Source: an optimization exercise on an open RTL-to-GDS flow (aim: small area and a short achievable clock period). Production flows keep margins and buffers that such runs may drop. Where RTL was checked, it was by simulation tests only, not by an equivalence proof against the original. The flow treats the clock pin as an ideal source, which a real chip does not have.

Setup of sierra:
==> module cpu_trace_buffer, before the edit <==
module cpu_trace_buffer #(
    parameter int unsigned DEPTH     = 64,
    parameter int unsigned POST_TRIG = 32,
    parameter int unsigned AW        = $clog2(DEPTH)
) (
    input  logic          clk,
    input  logic          rst,
    input  logic          arm,
    input  logic          force_trig,
    input  logic          trig_en,
    input  logic [15:0]   trig_pc,
    input  logic          trace_valid,
    input  logic [15:0]   trace_pc,
    input  logic [7:0]    trace_ir,
    input  logic [15:0]   trace_sp,
    input  logic [3:0]    trace_flags,
    input  logic          rd_en,
    output logic          rd_valid,
    output logic [43:0]   rd_data,
    output logic [1:0]    state,
    output logic [AW:0]   entries,
    output logic          done
);
    localparam int unsigned ENTRY_W = $bits(rd_data);
    localparam int unsigned RD_LO   = (POST_TRIG >= 1) ? POST_TRIG - 1 : 0;
    localparam int unsigned PW      = (POST_TRIG > 1) ? $clog2(POST_TRIG) : 1;
    localparam logic [1:0] StIdle  = 2'd0;
    localparam logic [1:0] StArmed = 2'd1;
    localparam logic [1:0] StPost  = 2'd2;
    localparam logic [1:0] StDone  = 2'd3;
    logic [1:0]         state_q, state_d;
    logic               armed_q, armed_d;
    logic               post_st_q, post_st_d;
    logic               done_q, done_d;
    logic [AW:0]        entries_q, entries_d, entn_q, cnt;
    logic               nonempty_q, nonempty_d;
    logic               rdok_q;                 
    logic               cap_q, cap_d;           
    logic               capnf_q;                
    logic               capfull_q;              
    logic               at_lo_q, at_lo_d;       
    logic [PW-1:0]      post_q, post_d;
    logic [DEPTH-1:RD_LO] rd_sel, rd_sel_d;    
    logic               arm_q;                  
    logic               rd_valid_q;
    logic [ENTRY_W-1:0] rd_q, rd_next;
    logic [DEPTH*ENTRY_W-1:0] buf_q;
    logic               wr_fire, rd_fire, shift, trig_hit, full, grow, post_last, to_done;
    logic [ENTRY_W-1:0] wr_entry;
    assign wr_entry = {trace_pc, trace_ir, trace_sp, trace_flags};
    assign wr_fire   = !arm && cap_q && trace_valid;
    assign cnt       = ~entn_q;
    assign rd_fire   = !arm && rdok_q && rd_en;
    assign shift     = wr_fire || rd_fire;
    assign trig_hit  = (trig_en && trace_valid && (trace_pc == trig_pc)) || force_trig;
    assign full      = cnt[AW];
    assign grow      = !arm && capnf_q && trace_valid;
    assign post_last = (post_q == PW'(POST_TRIG - 1));
    always_comb begin
        if (POST_TRIG == 0) begin
            to_done = armed_q && trig_hit;
        end else begin
            to_done = post_st_q && trace_valid && post_last;
        end
    end
    always_comb begin
        if (arm) begin
            armed_d   = 1'b1;
            post_st_d = 1'b0;
            done_d    = 1'b0;
        end else begin
            armed_d   = armed_q && !trig_hit;
            post_st_d = (POST_TRIG != 0) && ((armed_q && trig_hit) || (post_st_q && !to_done));
            done_d    = done_q || to_done;
        end
        state_d = {post_st_d || done_d, armed_d || done_d};
        cap_d   = armed_d || post_st_d;
    end
    logic [AW:0] entries_inc, entries_dec;
    assign entries_inc = cnt + (AW+1)'(1);
    assign entries_dec = cnt - (AW+1)'(1);
    always_comb begin
        if (arm) begin
            at_lo_d = 1'b0;
        end else if (grow) begin
            at_lo_d = (cnt == (AW+1)'(RD_LO - 1));
        end else if (rd_fire) begin
            at_lo_d = (cnt == (AW+1)'(RD_LO + 1));
        end else begin
            at_lo_d = (cnt == (AW+1)'(RD_LO));
        end
    end
    always_comb begin
        if (arm) begin
            entries_d  = '0;
            nonempty_d = 1'b0;
        end else if (grow) begin
            entries_d  = entries_inc;
            nonempty_d = 1'b1;
        end else if (rd_fire) begin
            entries_d  = entries_dec;
            nonempty_d = (cnt != (AW+1)'(1));
        end else begin
            entries_d  = cnt;
            nonempty_d = nonempty_q;
        end
    end
    always_comb begin
        post_d = post_q;
        if (arm_q) begin
            post_d = '0;
        end else if (post_st_q && trace_valid) begin
            post_d = post_q + PW'(1);
        end
    end
    always_comb begin
        rd_sel_d = rd_sel;
        if (arm_q) begin
            rd_sel_d = '0;
        end else if (capnf_q && trace_valid) begin
            for (int k = RD_LO; k < DEPTH; k++) begin
                if (k == RD_LO) begin
                    rd_sel_d[k] = at_lo_q;
                end else begin
                    rd_sel_d[k] = rd_sel[k-1];
                end
            end
        end
    end
    always_ff @(posedge clk or negedge rst) begin
        if (!rst) begin
            state_q    <= StIdle;
            armed_q    <= 1'b0;
            post_st_q  <= 1'b0;
            done_q     <= 1'b0;
            entries_q  <= '0;
            entn_q     <= '1;
            nonempty_q <= 1'b0;
            rdok_q     <= 1'b0;
            cap_q      <= 1'b0;
            capnf_q    <= 1'b0;
            capfull_q  <= 1'b0;
            at_lo_q    <= 1'b0;
            rd_valid_q <= 1'b0;
        end else begin
            state_q    <= state_d;
            armed_q    <= armed_d;
            post_st_q  <= post_st_d;
            done_q     <= done_d;
            entries_q  <= entries_d;
            entn_q     <= ~entries_d;
            nonempty_q <= nonempty_d;
            rdok_q     <= done_d && nonempty_d;
            cap_q      <= cap_d;
            capnf_q    <= cap_d && !entries_d[AW];
            capfull_q  <= cap_d && entries_d[AW];
            at_lo_q    <= at_lo_d;
            rd_valid_q <= rd_fire;
        end
    end
    always_ff @(posedge clk) begin
        post_q  <= post_d;
        rd_sel    <= rd_sel_d;
        arm_q     <= arm;
        rd_q    <= rd_next;
    end
    always_ff @(posedge clk) begin
        if (shift) begin
            buf_q <= {buf_q[(DEPTH-1)*ENTRY_W-1:0], wr_entry};
        end
    end
    always_comb begin
        rd_next = '0;
        for (int k = RD_LO; k < DEPTH; k++) begin
            rd_next = rd_next | (buf_q[k*ENTRY_W +: ENTRY_W] & {ENTRY_W{rd_sel[k]}});
        end
    end
    assign state    = state_q;
    assign done     = done_q;
    assign entries  = entries_q;
    assign rd_valid = rd_valid_q;
    assign rd_data  = rd_q;
endmodule
==> flow/config.mk <==
export PLATFORM = sky130hd
export DESIGN_NAME = cpu_trace_buffer
export DESIGN_NICKNAME = cpu_trace_buffer
export VERILOG_FILES = /design/flow/design.v
export SDC_FILE = /design/flow/constraint.sdc
export NUM_CORES = 4
export LEC_CHECK = 0
export CAP_MARGIN = 20
export CORE_MARGIN = 2
export CORE_UTILIZATION = 65
export SETUP_SLACK_MARGIN = 1.9
export SLEW_MARGIN = 20
==> flow/constraint.sdc <==
create_clock -name core_clock -period 4.0 [get_ports {clk}]
set_input_delay 0.8000 -clock core_clock [delete_from_list [all_inputs] [get_ports {clk}]]
set_output_delay 0.8000 -clock core_clock [all_outputs]
set_load 0.01 [all_outputs]
standard.sh (not shown) runs the stock make flow with config.mk's settings and CLKGATE_MAP_FILE= SYNTH_SCRIPT=/design/flow/synth_recipe.tcl, a recipe that flattens the netlist after the stock synthesis.
==> flow/flow/run.sh <==
#!/bin/bash
# Own layout flow: the standard ORFS flow (standard.sh, unchanged synthesis), with these
# changes to how the layout is made:
#  - the port buffers are plain sky130_fd_sc_hd__buf_2 cells (the default pick is a delay
#    cell that footprint-matched repair cannot swap out later);
#  - after repair_design, fanout_tree.tcl replaces the buffering of the storage enable net
#    (about 2800 DE pins) with a two-level grid tree;
#  - the clock tree uses sink clusters of 30 within 60 um and no dummy loads;
#  - after CTS, split_root.tcl gives the clock port four root buffers instead of one (each
#    drives the level-1 buffers on its side), so the balanced tree has a shorter delay.
# make's full output goes to flow_make.log here; each ORFS step keeps its own log under
# orfs/logs/ (the hooks print to 3_4_place_resized.log and 4_1_cts.log).
set -euo pipefail
cd "$(dirname "$0")/.."
bash standard.sh \
  'BUFFER_PORTS_ARGS=-buffer_cell sky130_fd_sc_hd__buf_2' \
  "POST_RESIZE_TCL=$PWD/flow/fanout_tree.tcl" \
  'CTS_ARGS=-sink_clustering_enable -repair_clock_nets -sink_clustering_size 30 -sink_clustering_max_diameter 60 -dont_use_dummy_load' \
  "POST_CTS_TCL=$PWD/flow/split_root.tcl" \
  finish > flow_make.log 2>&1
Other scripts of this flow, unchanged in this note and not shown: flow/flow/fanout_tree.tcl, flow/flow/split_root.tcl
Changes in ember relative to sierra:
--- a/flow/design.v
+++ b/flow/design.v
@@ -39,11 +39,10 @@
     logic               capnf_q;                
     logic               capfull_q;              
     logic               at_lo_q, at_lo_d;       
     logic [PW-1:0]      post_q, post_d;
     logic [DEPTH-1:RD_LO] rd_sel, rd_sel_d;    
-    logic               arm_q;                  
     logic               rd_valid_q;
     logic [ENTRY_W-1:0] rd_q, rd_next;
     logic [DEPTH*ENTRY_W-1:0] buf_q;
     logic               wr_fire, rd_fire, shift, trig_hit, full, grow, post_last, to_done;
     logic [ENTRY_W-1:0] wr_entry;
@@ -105,21 +104,21 @@
             nonempty_d = nonempty_q;
         end
     end
     always_comb begin
         post_d = post_q;
-        if (arm_q) begin
+        if (arm) begin
             post_d = '0;
         end else if (post_st_q && trace_valid) begin
             post_d = post_q + PW'(1);
         end
     end
     always_comb begin
         rd_sel_d = rd_sel;
-        if (arm_q) begin
+        if (arm) begin
             rd_sel_d = '0;
-        end else if (capnf_q && trace_valid) begin
+        end else if (grow) begin
             for (int k = RD_LO; k < DEPTH; k++) begin
                 if (k == RD_LO) begin
                     rd_sel_d[k] = at_lo_q;
                 end else begin
                     rd_sel_d[k] = rd_sel[k-1];
@@ -158,12 +157,11 @@
             rd_valid_q <= rd_fire;
         end
     end
     always_ff @(posedge clk) begin
         post_q  <= post_d;
-        rd_sel    <= rd_sel_d;
-        arm_q     <= arm;
+        rd_sel  <= rd_sel_d;
         rd_q    <= rd_next;
     end
     always_ff @(posedge clk) begin
         if (shift) begin
             buf_q <= {buf_q[(DEPTH-1)*ENTRY_W-1:0], wr_entry};
==> comparison <==
Final critical delay including setup and external delays (lower): ember
Sort sierra and ember by sequential share of layout area, ascending, and ember comes first.
Changes observed in ember relative to sierra: DRC marker count from the first detailed-route iteration saw an increase; number of library cell types mapped by synthesis saw an increase; final routed wire length divided by cell count lost 0.10 um; part of the Yosys area used for sequential elements neither gained nor lost much.
Changes observed in ember relative to sierra: global-route wire length before repair fell by 0.35%, portion of netlist area occupied by mux cells about even, clock transition time at the flip-flop clock pins of the worst setup and hold paths comparable.
Number of nets produced by synthesis delta (sierra -> ember): insignificant
Function not checked in sierra: the RTL went through the layout flow alone.

port drivers added, routing unchanged:
How much do the figures lean on ideal ports? The routed layouts below were timed once more, with nothing changed but the port constraints.
Step 1 (the two cells are an assumption about what drives the block):
set clk [get_ports {clk}]
set_driving_cell -lib_cell sky130_fd_sc_hd__clkbuf_16 $clk
set_driving_cell -lib_cell sky130_fd_sc_hd__buf_2 [delete_from_list [all_inputs] $clk]
Step 2 times the ports against the registers' clock, not the clock port: input delays grow and output delays shrink by t, the midpoint of the rising clock arrivals with the driver on.
Three values: no drivers, after step 1, after step 2; two values: the first two.
run	shift t [ns]	setup WS [ns]	worst slew at a driven data input, ns
sierra	0.683	1.919 / 1.892 / 1.353	0.07
ember	0.690	1.924 / 1.912 / 1.338	0.05
After both steps every run listed still meets setup and hold. For ember, which loses most, drivers alone change the setup slack by -0.012 ns; drivers and shift together by -0.586 ns.
